What follows belongs to an exercise in optimizing a design on an open flow for small area, a short achievable clock period and few clock cycles per item; a production flow would make more cautious choices. Where RTL was checked, it was by simulation tests only, not by an equivalence proof against the original.

==> inputs of quartz <==
// mac_array_top
module mac_array_top (
    input  logic         clk,
    input  logic         rst,
    input  logic [7:0]   cfg_len_m1,
    input  logic         in_valid,
    output logic         in_ready,
    input  logic [127:0] in_data,
    input  logic [63:0]  in_weight,
    output logic         out_valid,
    input  logic         out_ready,
    output logic [191:0] out_accum,
    output logic [7:0]   out_sat
);
clock: 5.5 ns
lec_check: 0
abc_area: 1
cap_margin: 20
core_margin: 2
core_utilization: 65
setup_slack_margin: 2.8
slew_margin: 20
run.sh (not shown) runs the stock make flow with config.mk's settings and CLKGATE_MAP_FILE= SYNTH_SCRIPT=/design/flow/synth_recipe.tcl, a recipe that flattens the netlist after the stock synthesis.
==> inputs of tundra, as changes to quartz <==
--- a/flow/design.v
+++ b/flow/design.v
@@ -49,126 +49,103 @@
     always_ff @(posedge clk) begin
         h2 <= s_c ^ c_c;
         g2 <= s_c & c_c;
     end
     assign a = {acc[23], acc};
     assign x = a ^ h2;
     assign y = {(a[23:0] | g2[23:0]) & (h2[23:0] | g2[23:0]), 1'b0};
-    logic [24:0] ad_g, ad_o;
+    logic [24:0] ad_p, ad_g, ad_o;
+    assign ad_p = x ^ y;
     assign ad_g = x & y;
     assign ad_o = x | y;
     wire ad_n0 = ad_g[1] | ((ad_o[1] & x[0]) & y[0]);
     wire ad_n1 = ad_g[3] | ((ad_o[3] & x[2]) & y[2]);
-    wire ad_n2 = ad_o[3] & ad_o[2];
+    wire ad_n2 = ad_p[3] & ad_p[2];
     wire ad_n3 = ad_g[5] | ((ad_o[5] & x[4]) & y[4]);
-    wire ad_n4 = ad_o[5] & ad_o[4];
+    wire ad_n4 = ad_p[5] & ad_p[4];
     wire ad_n5 = ad_g[7] | ((ad_o[7] & x[6]) & y[6]);
-    wire ad_n6 = ad_o[7] & ad_o[6];
+    wire ad_n6 = ad_p[7] & ad_p[6];
     wire ad_n7 = ad_g[9] | ((ad_o[9] & x[8]) & y[8]);
-    wire ad_n8 = ad_o[9] & ad_o[8];
+    wire ad_n8 = ad_p[9] & ad_p[8];
     wire ad_n9 = ad_g[11] | ((ad_o[11] & x[10]) & y[10]);
-    wire ad_n10 = ad_o[11] & ad_o[10];
+    wire ad_n10 = ad_p[11] & ad_p[10];
     wire ad_n11 = ad_g[13] | ((ad_o[13] & x[12]) & y[12]);
-    wire ad_n12 = ad_o[13] & ad_o[12];
+    wire ad_n12 = ad_p[13] & ad_p[12];
     wire ad_n13 = ad_g[15] | ((ad_o[15] & x[14]) & y[14]);
-    wire ad_n14 = ad_o[15] & ad_o[14];
+    wire ad_n14 = ad_p[15] & ad_p[14];
     wire ad_n15 = ad_g[17] | ((ad_o[17] & x[16]) & y[16]);
-    wire ad_n16 = ad_o[17] & ad_o[16];
+    wire ad_n16 = ad_p[17] & ad_p[16];
     wire ad_n17 = ad_g[19] | ((ad_o[19] & x[18]) & y[18]);
-    wire ad_n18 = ad_o[19] & ad_o[18];
+    wire ad_n18 = ad_p[19] & ad_p[18];
     wire ad_n19 = ad_g[21] | ((ad_o[21] & x[20]) & y[20]);
-    wire ad_n20 = ad_o[21] & ad_o[20];
+    wire ad_n20 = ad_p[21] & ad_p[20];
     wire ad_n21 = ad_g[23] | ((ad_o[23] & x[22]) & y[22]);
-    wire ad_n22 = ad_o[23] & ad_o[22];
-    wire ad_n23 = ad_g[2] | (ad_o[2] & ad_n0);
+    wire ad_n22 = ad_p[23] & ad_p[22];
+    wire ad_n23 = ad_g[2] | (ad_p[2] & ad_n0);
     wire ad_n24 = ad_n1 | (ad_n2 & ad_n0);
-    wire ad_n25 = ad_g[6] | (ad_o[6] & ad_n3);
-    wire ad_n26 = ad_o[6] & ad_n4;
+    wire ad_n25 = ad_g[6] | (ad_p[6] & ad_n3);
+    wire ad_n26 = ad_p[6] & ad_n4;
     wire ad_n27 = ad_n5 | (ad_n6 & ad_n3);
     wire ad_n28 = ad_n6 & ad_n4;
-    wire ad_n29 = ad_g[10] | (ad_o[10] & ad_n7);
-    wire ad_n30 = ad_o[10] & ad_n8;
+    wire ad_n29 = ad_g[10] | (ad_p[10] & ad_n7);
+    wire ad_n30 = ad_p[10] & ad_n8;
     wire ad_n31 = ad_n9 | (ad_n10 & ad_n7);
     wire ad_n32 = ad_n10 & ad_n8;
-    wire ad_n33 = ad_g[14] | (ad_o[14] & ad_n11);
-    wire ad_n34 = ad_o[14] & ad_n12;
+    wire ad_n33 = ad_g[14] | (ad_p[14] & ad_n11);
+    wire ad_n34 = ad_p[14] & ad_n12;
     wire ad_n35 = ad_n13 | (ad_n14 & ad_n11);
     wire ad_n36 = ad_n14 & ad_n12;
-    wire ad_n37 = ad_g[18] | (ad_o[18] & ad_n15);
-    wire ad_n38 = ad_o[18] & ad_n16;
+    wire ad_n37 = ad_g[18] | (ad_p[18] & ad_n15);
+    wire ad_n38 = ad_p[18] & ad_n16;
     wire ad_n39 = ad_n17 | (ad_n18 & ad_n15);
     wire ad_n40 = ad_n18 & ad_n16;
-    wire ad_n41 = ad_g[22] | (ad_o[22] & ad_n19);
-    wire ad_n42 = ad_o[22] & ad_n20;
+    wire ad_n41 = ad_g[22] | (ad_p[22] & ad_n19);
+    wire ad_n42 = ad_p[22] & ad_n20;
     wire ad_n43 = ad_n21 | (ad_n22 & ad_n19);
     wire ad_n44 = ad_n22 & ad_n20;
-    wire ad_n45 = ad_g[4] | (ad_o[4] & ad_n24);
+    wire ad_n45 = ad_g[4] | (ad_p[4] & ad_n24);
     wire ad_n46 = ad_n3 | (ad_n4 & ad_n24);
     wire ad_n47 = ad_n25 | (ad_n26 & ad_n24);
     wire ad_n48 = ad_n27 | (ad_n28 & ad_n24);
-    wire ad_n49 = ad_g[12] | (ad_o[12] & ad_n31);
-    wire ad_n50 = ad_o[12] & ad_n32;
+    wire ad_n49 = ad_g[12] | (ad_p[12] & ad_n31);
+    wire ad_n50 = ad_p[12] & ad_n32;
     wire ad_n51 = ad_n11 | (ad_n12 & ad_n31);
     wire ad_n52 = ad_n12 & ad_n32;
     wire ad_n53 = ad_n33 | (ad_n34 & ad_n31);
     wire ad_n54 = ad_n34 & ad_n32;
     wire ad_n55 = ad_n35 | (ad_n36 & ad_n31);
     wire ad_n56 = ad_n36 & ad_n32;
-    wire ad_n57 = ad_g[20] | (ad_o[20] & ad_n39);
-    wire ad_n58 = ad_o[20] & ad_n40;
+    wire ad_n57 = ad_g[20] | (ad_p[20] & ad_n39);
+    wire ad_n58 = ad_p[20] & ad_n40;
     wire ad_n59 = ad_n19 | (ad_n20 & ad_n39);
     wire ad_n60 = ad_n20 & ad_n40;
     wire ad_n61 = ad_n41 | (ad_n42 & ad_n39);
     wire ad_n62 = ad_n42 & ad_n40;
     wire ad_n63 = ad_n43 | (ad_n44 & ad_n39);
     wire ad_n64 = ad_n44 & ad_n40;
-    wire ad_n65 = ad_g[8] | (ad_o[8] & ad_n48);
+    wire ad_n65 = ad_g[8] | (ad_p[8] & ad_n48);
     wire ad_n66 = ad_n7 | (ad_n8 & ad_n48);
     wire ad_n67 = ad_n29 | (ad_n30 & ad_n48);
     wire ad_n68 = ad_n31 | (ad_n32 & ad_n48);
     wire ad_n69 = ad_n49 | (ad_n50 & ad_n48);
     wire ad_n70 = ad_n51 | (ad_n52 & ad_n48);
     wire ad_n71 = ad_n53 | (ad_n54 & ad_n48);
     wire ad_n72 = ad_n55 | (ad_n56 & ad_n48);
-    wire ad_n73 = ad_g[24] | (ad_o[24] & ad_n63);
-    wire ad_n74 = ad_o[24] & ad_n64;
-    wire ad_n75 = ad_g[16] | (ad_o[16] & ad_n72);
+    wire ad_n73 = ad_g[24] | (ad_p[24] & ad_n63);
+    wire ad_n74 = ad_p[24] & ad_n64;
+    wire ad_n75 = ad_g[16] | (ad_p[16] & ad_n72);
     wire ad_n76 = ad_n15 | (ad_n16 & ad_n72);
     wire ad_n77 = ad_n37 | (ad_n38 & ad_n72);
     wire ad_n78 = ad_n39 | (ad_n40 & ad_n72);
     wire ad_n79 = ad_n57 | (ad_n58 & ad_n72);
     wire ad_n80 = ad_n59 | (ad_n60 & ad_n72);
     wire ad_n81 = ad_n61 | (ad_n62 & ad_n72);
     wire ad_n82 = ad_n63 | (ad_n64 & ad_n72);
     wire ad_n83 = ad_n73 | (ad_n74 & ad_n72);
-    assign t[0] = (x[0] ^ 1'b0) ^ y[0];
-    assign t[1] = (x[1] ^ ad_g[0]) ^ y[1];
-    assign t[2] = (x[2] ^ ad_n0) ^ y[2];
-    assign t[3] = (x[3] ^ ad_n23) ^ y[3];
-    assign t[4] = (x[4] ^ ad_n24) ^ y[4];
-    assign t[5] = (x[5] ^ ad_n45) ^ y[5];
-    assign t[6] = (x[6] ^ ad_n46) ^ y[6];
-    assign t[7] = (x[7] ^ ad_n47) ^ y[7];
-    assign t[8] = (x[8] ^ ad_n48) ^ y[8];
-    assign t[9] = (x[9] ^ ad_n65) ^ y[9];
-    assign t[10] = (x[10] ^ ad_n66) ^ y[10];
-    assign t[11] = (x[11] ^ ad_n67) ^ y[11];
-    assign t[12] = (x[12] ^ ad_n68) ^ y[12];
-    assign t[13] = (x[13] ^ ad_n69) ^ y[13];
-    assign t[14] = (x[14] ^ ad_n70) ^ y[14];
-    assign t[15] = (x[15] ^ ad_n71) ^ y[15];
-    assign t[16] = (x[16] ^ ad_n72) ^ y[16];
-    assign t[17] = (x[17] ^ ad_n75) ^ y[17];
-    assign t[18] = (x[18] ^ ad_n76) ^ y[18];
-    assign t[19] = (x[19] ^ ad_n77) ^ y[19];
-    assign t[20] = (x[20] ^ ad_n78) ^ y[20];
-    assign t[21] = (x[21] ^ ad_n79) ^ y[21];
-    assign t[22] = (x[22] ^ ad_n80) ^ y[22];
-    assign t[23] = (x[23] ^ ad_n81) ^ y[23];
-    assign t[24] = (x[24] ^ ad_n82) ^ y[24];
+    assign t = ad_p ^ {ad_n82, ad_n81, ad_n80, ad_n79, ad_n78, ad_n77, ad_n76, ad_n75, ad_n72, ad_n71, ad_n70, ad_n69, ad_n68, ad_n67, ad_n66, ad_n65, ad_n48, ad_n47, ad_n46, ad_n45, ad_n24, ad_n23, ad_n0, ad_g[0], 1'b0};
     always_comb begin
         ovf     = t[24] ^ t[23];
         res     = {t[24], ovf ? {23{~t[24]}} : t[22:0]};
         sat_new = sat | ovf;
     end
     always_ff @(posedge clk) begin
         acc <= clr ? 24'd0 : res;
--- a/flow/config.mk
+++ b/flow/config.mk
@@ -4,10 +4,10 @@
 export VERILOG_FILES = /design/flow/design.v
 export SDC_FILE = /design/flow/constraint.sdc
 export NUM_CORES = 4
 export LEC_CHECK = 0
 export ABC_AREA = 1
 export CAP_MARGIN = 20
 export CORE_MARGIN = 2
-export CORE_UTILIZATION = 65
+export CORE_UTILIZATION = 70
 export SETUP_SLACK_MARGIN = 2.8
 export SLEW_MARGIN = 20
==> inputs of maple, as changes to quartz <==
==> flow/config.mk (replaced) <==
export PLATFORM = sky130hd
export DESIGN_NAME = mac_array_top
export DESIGN_NICKNAME = mac_array_top
export VERILOG_FILES = /design/flow/design.v
export SDC_FILE = /design/flow/constraint.sdc
export NUM_CORES = 4
export LEC_CHECK = 0
export ABC_AREA = 1
export CAP_MARGIN = 20
export CORE_MARGIN = 2
export CORE_UTILIZATION = 60
export SETUP_SLACK_MARGIN = 2.7
export SLEW_MARGIN = 20
==> run notes <==
Global-route usage: tundra > quartz > maple. The lowest utilization belongs to maple, the highest to tundra. Against tundra, the synthesized cell count of maple is larger by 2.0%. Clock skew, lowest first: maple, quartz, tundra. Of tundra and quartz, quartz has the higher register-to-register slack (gap 0.17 ns).
==> figures <==
| quantity | quartz | tundra | maple |
|---|---|---|---|
| Post-layout min period | 2.76 ns | 2.93 ns | 2.80 ns |
| Die Area | 93700 um2 | 90400 um2 | 101000 um2 |
| Global placement routability congestion | 0.898 | 0.940 | 0.920 |
| Routed wirelength normalized by instance count | 17.0 um | 21.3 um | 16.4 um |
| Count of buffer and inverter cells on the critical path | 4 | 1 | 3 |
| Max incr delay on CP | 0.49 ns | 0.39 ns | 0.52 ns |
| Core footprint | 90300 um2 | 87000 um2 | 98100 um2 |
| Most repeated cell in the gate-level netlist after synthesis | nand2_1 | inv_1 | nand2_1 |
| Highest net fanout along the worst path | 6 | 10 | 8 |
| Run status | finished clean | finished clean | finished clean |
| # clk buffers | 139 | 150 | 157 |
| Count of inserted antenna diode cells | 5 | 1 | 1 |
| Placement-stage worst setup slack | 2.21 ns | 2.15 ns | 2.15 ns |
| Clock-pin transition on the worst setup and hold timing paths | 0.06 ns | 0.06 ns | 0.07 ns |
Testbench counts of quartz, summed over its fixed seeds: cycles 27,915, items 3,200.
Testbench counts of tundra, summed over its fixed seeds: cycles 27,915, items 3,200.
Testbench counts of maple, summed over its fixed seeds: cycles 27,915, items 3,200.


==> inputs of run a <==
Another version of the RTL of mac_array_top (not shown whole).
==> module mac_array_lane, before the edit <==
module mac_array_lane (
    input  logic        clk,
    input  logic        fire,
    input  logic [15:0] in_data,
    input  logic [7:0]  in_weight,
    input  logic        clr,
    input  logic        o_load,
    output logic [23:0] out_acc,
    output logic        out_sat
);
    logic [24:0] s_c, c_c;
    logic [24:0] s2, c2;
    logic [23:0] acc;
    logic        sat;
    logic [24:0] t;
    logic        ovf;
    logic [23:0] res;
    logic        sat_new;
    mac_array_tree u_tree (
        .x(in_data),
        .w(in_weight),
        .s(s_c),
        .c(c_c)
    );
    always_ff @(posedge clk) begin
        s2 <= fire ? s_c : 25'd0;
        c2 <= fire ? c_c : 25'd0;
    end
    always_comb begin
        t       = {acc[23], acc} + s2 + c2;
        ovf     = t[24] ^ t[23];
        res     = {t[24], ovf ? {23{~t[24]}} : t[22:0]};
        sat_new = sat | ovf;
    end
    always_ff @(posedge clk) begin
        acc <= clr ? 24'd0 : res;
        sat <= clr ? 1'b0 : sat_new;
        if (o_load) begin
            out_acc <= res;
            out_sat <= sat_new;
        end
    end
endmodule
==> module mac_array, before the edit <==
module mac_array
#(
    parameter int DATA_WIDTH   = 16,
    parameter int WEIGHT_WIDTH = 8,
    parameter int ACCUM_WIDTH  = 24,
    parameter int LANES        = 8,
    parameter int LEN_WIDTH    = 8
) (
    input  logic                          clk,
    input  logic                          rst,
    input  logic [LEN_WIDTH-1:0]          cfg_len_m1,
    input  logic                          in_valid,
    output logic                          in_ready,
    input  logic [LANES*DATA_WIDTH-1:0]   in_data,
    input  logic [LANES*WEIGHT_WIDTH-1:0] in_weight,
    output logic                          out_valid,
    input  logic                          out_ready,
    output logic [LANES*ACCUM_WIDTH-1:0]  out_accum,
    output logic [LANES-1:0]              out_sat
);
    logic                 in_ready_q;
    logic                 inprog_q;       
    logic [LEN_WIDTH-1:0] rem_q;          
    logic                 v2_q, l2_q;     
    logic                 afin_q;         
    logic                 ovalid_q;
    logic                 fire, first, last, clr;
    logic                 inprog_d;
    logic [LEN_WIDTH-1:0] rem_d;
    logic                 ofree, fin, o_load, afin_d, ovalid_d;
    logic                 fin1, a1, in_ready_d;
    always_comb begin
        fire  = in_valid && in_ready_q && !rst;
        first = !inprog_q;
        last  = first ? (cfg_len_m1 == '0) : (rem_q == LEN_WIDTH'(1));
        clr   = fire && first;
        if (fire) begin
            inprog_d = !last;
            rem_d    = first ? cfg_len_m1 : rem_q - LEN_WIDTH'(1);
        end else begin
            inprog_d = inprog_q;
            rem_d    = rem_q;
        end
        ofree    = !ovalid_q || out_ready;
        fin      = v2_q && l2_q;
        o_load   = ofree && (fin || (!v2_q && afin_q));
        afin_d   = fin ? !ofree : (afin_q && !(!v2_q && ofree));
        ovalid_d = o_load || (ovalid_q && !out_ready);
        fin1 = fire && last;
        a1   = fin1 ? (ovalid_d || afin_d) : (afin_d && !(!fire && !ovalid_d));
        in_ready_d = !(!inprog_d && a1);
    end
    always_ff @(posedge clk) begin
        if (rst) begin
            in_ready_q <= 1'b1;
            inprog_q   <= 1'b0;
            rem_q      <= '0;
            v2_q       <= 1'b0;
            l2_q       <= 1'b0;
            afin_q     <= 1'b0;
            ovalid_q   <= 1'b0;
        end else begin
            in_ready_q <= in_ready_d;
            inprog_q   <= inprog_d;
            rem_q      <= rem_d;
            v2_q       <= fire;
            l2_q       <= fire && last;
            afin_q     <= afin_d;
            ovalid_q   <= ovalid_d;
        end
    end
    assign in_ready  = in_ready_q;
    assign out_valid = ovalid_q;
    for (genvar g = 0; g < LANES; g++) begin : g_lane
        mac_array_lane u_lane (
            .clk      (clk),
            .fire     (fire),
            .in_data  (in_data[g*DATA_WIDTH +: DATA_WIDTH]),
            .in_weight(in_weight[g*WEIGHT_WIDTH +: WEIGHT_WIDTH]),
            .clr      (clr),
            .o_load   (o_load),
            .out_acc  (out_accum[g*ACCUM_WIDTH +: ACCUM_WIDTH]),
            .out_sat  (out_sat[g])
        );
    end
endmodule
make LEC_CHECK=0 ABC_AREA=1 CAP_MARGIN=20 CORE_MARGIN=2 CORE_UTILIZATION=65 SETUP_SLACK_MARGIN=2.6 SLEW_MARGIN=20 finish   # period 5.5 ns
==> run b (differences from run a) <==
--- a/flow/design.v
+++ b/flow/design.v
@@ -8,29 +8,35 @@
     input  logic [7:0]  in_weight,
     input  logic        clr,
     input  logic        o_load,
     output logic [23:0] out_acc,
     output logic        out_sat
 );
+    logic [15:0] x1;
+    logic [7:0]  w1;
     logic [24:0] s_c, c_c;
     logic [24:0] s2, c2;
     logic [23:0] acc;
     logic        sat;
     logic [24:0] t;
     logic        ovf;
     logic [23:0] res;
     logic        sat_new;
+    always_ff @(posedge clk) begin
+        x1 <= in_data;
+        w1 <= fire ? in_weight : 8'd0;
+    end
     mac_array_tree u_tree (
-        .x(in_data),
-        .w(in_weight),
-        .s(s_c),
-        .c(c_c)
+        .x (x1),
+        .w (w1),
+        .s (s_c),
+        .c (c_c)
     );
     always_ff @(posedge clk) begin
-        s2 <= fire ? s_c : 25'd0;
-        c2 <= fire ? c_c : 25'd0;
+        s2 <= s_c;
+        c2 <= c_c;
     end
     always_comb begin
         t       = {acc[23], acc} + s2 + c2;
         ovf     = t[24] ^ t[23];
         res     = {t[24], ovf ? {23{~t[24]}} : t[22:0]};
         sat_new = sat | ovf;
@@ -251,56 +257,66 @@
     output logic [LANES*ACCUM_WIDTH-1:0]  out_accum,
     output logic [LANES-1:0]              out_sat
 );
     logic                 in_ready_q;
     logic                 inprog_q;       
     logic [LEN_WIDTH-1:0] rem_q;          
-    logic                 v2_q, l2_q;     
+    logic                 v1_q, f1_q, l1_q;  
+    logic                 v2_q, l2_q;        
     logic                 afin_q;         
     logic                 ovalid_q;
     logic                 fire, first, last, clr;
     logic                 inprog_d;
     logic [LEN_WIDTH-1:0] rem_d;
     logic                 ofree, fin, o_load, afin_d, ovalid_d;
-    logic                 fin1, a1, in_ready_d;
+    logic                 fin1, a1, o1, fin2, a2, in_ready_d;
     always_comb begin
         fire  = in_valid && in_ready_q && !rst;
         first = !inprog_q;
         last  = first ? (cfg_len_m1 == '0) : (rem_q == LEN_WIDTH'(1));
-        clr   = fire && first;
+        clr   = f1_q;
         if (fire) begin
             inprog_d = !last;
             rem_d    = first ? cfg_len_m1 : rem_q - LEN_WIDTH'(1);
         end else begin
             inprog_d = inprog_q;
             rem_d    = rem_q;
         end
         ofree    = !ovalid_q || out_ready;
         fin      = v2_q && l2_q;
         o_load   = ofree && (fin || (!v2_q && afin_q));
         afin_d   = fin ? !ofree : (afin_q && !(!v2_q && ofree));
         ovalid_d = o_load || (ovalid_q && !out_ready);
-        fin1 = fire && last;
-        a1   = fin1 ? (ovalid_d || afin_d) : (afin_d && !(!fire && !ovalid_d));
-        in_ready_d = !(!inprog_d && a1);
+        fin1 = v1_q && l1_q;
+        a1   = fin1 ? (ovalid_d || afin_d) : (afin_d && !(!v1_q && !ovalid_d));
+        o1   = ovalid_d || fin1 || (!v1_q && afin_d);
+        fin2 = fire && last;
+        a2   = fin2 ? (o1 || a1) : (a1 && !(!fire && !o1));
+        in_ready_d = !(!inprog_d && a2);
     end
     always_ff @(posedge clk) begin
         if (rst) begin
             in_ready_q <= 1'b1;
             inprog_q   <= 1'b0;
             rem_q      <= '0;
+            v1_q       <= 1'b0;
+            f1_q       <= 1'b0;
+            l1_q       <= 1'b0;
             v2_q       <= 1'b0;
             l2_q       <= 1'b0;
             afin_q     <= 1'b0;
             ovalid_q   <= 1'b0;
         end else begin
             in_ready_q <= in_ready_d;
             inprog_q   <= inprog_d;
             rem_q      <= rem_d;
-            v2_q       <= fire;
-            l2_q       <= fire && last;
+            v1_q       <= fire;
+            f1_q       <= fire && first;
+            l1_q       <= fire && last;
+            v2_q       <= v1_q;
+            l2_q       <= l1_q;
             afin_q     <= afin_d;
             ovalid_q   <= ovalid_d;
         end
     end
     assign in_ready  = in_ready_q;
     assign out_valid = ovalid_q;
==> run c (differences from run a) <==
--- a/flow/design.v
+++ b/flow/design.v
@@ -17,20 +17,21 @@
     logic        sat;
     logic [24:0] t;
     logic        ovf;
     logic [23:0] res;
     logic        sat_new;
     mac_array_tree u_tree (
-        .x(in_data),
-        .w(in_weight),
-        .s(s_c),
-        .c(c_c)
+        .x (in_data),
+        .w (in_weight),
+        .en(fire),
+        .s (s_c),
+        .c (c_c)
     );
     always_ff @(posedge clk) begin
-        s2 <= fire ? s_c : 25'd0;
-        c2 <= fire ? c_c : 25'd0;
+        s2 <= s_c;
+        c2 <= c_c;
     end
     always_comb begin
         t       = {acc[23], acc} + s2 + c2;
         ovf     = t[24] ^ t[23];
         res     = {t[24], ovf ? {23{~t[24]}} : t[22:0]};
         sat_new = sat | ovf;
@@ -44,27 +45,28 @@
         end
     end
 endmodule
 module mac_array_tree (
     input  logic [15:0] x,
     input  logic [7:0]  w,
+    input  logic        en,
     output logic [24:0] s,
     output logic [24:0] c
 );
-    wire one0 = (w[0] ^ 1'b0);
-    wire two0 = ((w[1] & ~w[0] & ~1'b0) | (~w[1] & w[0] & 1'b0));
-    wire neg0 = w[1];
-    wire one1 = (w[2] ^ w[1]);
-    wire two1 = ((w[3] & ~w[2] & ~w[1]) | (~w[3] & w[2] & w[1]));
-    wire neg1 = w[3];
-    wire one2 = (w[4] ^ w[3]);
-    wire two2 = ((w[5] & ~w[4] & ~w[3]) | (~w[5] & w[4] & w[3]));
-    wire neg2 = w[5];
-    wire one3 = (w[6] ^ w[5]);
-    wire two3 = ((w[7] & ~w[6] & ~w[5]) | (~w[7] & w[6] & w[5]));
-    wire neg3 = w[7];
+    wire one0 = (w[0] ^ 1'b0) & en;
+    wire two0 = ((w[1] & ~w[0] & ~1'b0) | (~w[1] & w[0] & 1'b0)) & en;
+    wire neg0 = w[1] & en;
+    wire one1 = (w[2] ^ w[1]) & en;
+    wire two1 = ((w[3] & ~w[2] & ~w[1]) | (~w[3] & w[2] & w[1])) & en;
+    wire neg1 = w[3] & en;
+    wire one2 = (w[4] ^ w[3]) & en;
+    wire two2 = ((w[5] & ~w[4] & ~w[3]) | (~w[5] & w[4] & w[3])) & en;
+    wire neg2 = w[5] & en;
+    wire one3 = (w[6] ^ w[5]) & en;
+    wire two3 = ((w[7] & ~w[6] & ~w[5]) | (~w[7] & w[6] & w[5])) & en;
+    wire neg3 = w[7] & en;
     wire r0_0 = (one0 & x[0]) ^ neg0;
     wire r0_1 = ((one0 & x[1]) | (two0 & x[0])) ^ neg0;
     wire r0_2 = ((one0 & x[2]) | (two0 & x[1])) ^ neg0;
     wire r0_3 = ((one0 & x[3]) | (two0 & x[2])) ^ neg0;
     wire r0_4 = ((one0 & x[4]) | (two0 & x[3])) ^ neg0;
     wire r0_5 = ((one0 & x[5]) | (two0 & x[4])) ^ neg0;
==> flow/config.mk (replaced) <==
export PLATFORM = sky130hd
export DESIGN_NAME = mac_array_top
export DESIGN_NICKNAME = mac_array_top
export VERILOG_FILES = /design/flow/design.v
export SDC_FILE = /design/flow/constraint.sdc
export NUM_CORES = 4
export LEC_CHECK = 0
export CAP_MARGIN = 20
export CORE_MARGIN = 2
export CORE_UTILIZATION = 40
export SETUP_SLACK_MARGIN = 2.3
export SLEW_MARGIN = 20
==> results.ini <==
[critical_path]
endpoint=u_mac_array.g_lane[2].u_lane.c2[7]
r2r_setup_slack_ps=2480
cpMaxStageDelayCell=fa_1
rr_endpoint=u_mac_array.g_lane[2].u_lane.out_acc[17]

[floorplanning]
die_h_um=303

[yosys]
synth_xor_area_frac=0.0880
synth_nets=8283
synth_area_leaders=dfxtp_1 20%, fa_1 14%, edfxtp_1 10%

[cells_and_area]
final_layout_size_suffix_gt1_frac=0.210
antenna_cells=6

[run_status]
outcome=timing/DRC/antenna clean

[grt]
use_met3=0.0658

[drt]
viasPerCell=6.00

the above is filed under run a

==> results.ini <==
[critical_path]
startpoint=u_mac_array.g_lane[0].u_lane.s2[0]
endpoint=u_mac_array.g_lane[0].u_lane.acc[20]
r2r_setup_slack_ps=2620

[floorplanning]
die_h_um=307

[run_status]
outcome=timing/DRC/antenna clean

[yosys]
synth_area_leaders=dfxtp_1 26%, fa_1 14%, edfxtp_1 10%
synth_xor_area_frac=0.0884
synth_nets=7936

[drt]
viasPerCell=5.73

[cells_and_area]
antenna_cells=2
final_layout_size_suffix_gt1_frac=0.137

[grt]
use_met3=0.0543

the above is filed under run b

==> results.ini <==
[run_status]
outcome=timing/DRC/antenna clean

[cells_and_area]
final_layout_size_suffix_gt1_frac=0.205
antenna_cells=24
design.seq.count=774

[critical_path]
endpoint=u_mac_array.g_lane[7].u_lane.out_acc[16]
rr_endpoint=u_mac_array.g_lane[7].u_lane.out_acc[16]
r2r_setup_slack_ps=1980
cpMaxStageDelayCell=or3_4

[drt]
drt_pass1_iterations=8
wl_per_cell_um=20.9

[yosys]
synth_mux_area_frac=0.00693
synth_xor_area_frac=0.0432
synth_nets=8892
synthAdderAreaFrac=0.247

[floorplanning]
die_h_um=408

[sta]
skew_ps=43.9

the above is filed under run c

Testbench counts of run b, summed over its fixed seeds: cycles 27,915, items 3,200.
Function not checked in run a and run c: the RTL went through the layout flow alone.

==> what the ideal ports hide <==
The flow's constraints put no driver on any port. The routed layouts listed below were extracted and timed again, unchanged, in two steps.
Step 1 assumes that a clkbuf_16 drives the clock port and a buf_2 every other input.
Step 2 moves the port delays by t, midway between the first and last clock arrival at a register: inputs arrive t later, outputs are due t later. That takes back most of the time a late clock gives input paths.
Slacks: no drivers / after step 1 / after step 2; pairs: no drivers / after step 1.
run | t, ns | slack for setup (ns) | slew at the worst register clock pin (ns) | worst data-port slew with drivers (ns)
quartz | 0.754 | 2.744 / 2.744 / 2.250 | 0.08 / 0.08 | 0.17
tundra | 0.780 | 2.575 / 2.575 / 2.286 | 0.07 / 0.07 | 0.12
maple | 0.753 | 2.697 / 2.677 / 2.364 | 0.07 / 0.07 | 0.11
run a | 0.743 | 2.282 / 2.318 / 1.575 | 0.07 / 0.07 | 0.15
run b | 0.761 | 2.624 / 2.574 / 2.051 | 0.07 / 0.07 | 0.14
run c | 0.780 | 1.984 / 1.984 / 1.431 | 0.07 / 0.07 | 0.26
After both steps every run listed still meets setup and hold. The setup slack of run a, which loses most, moves by +0.036 ns with the drivers and by -0.707 ns with both steps.
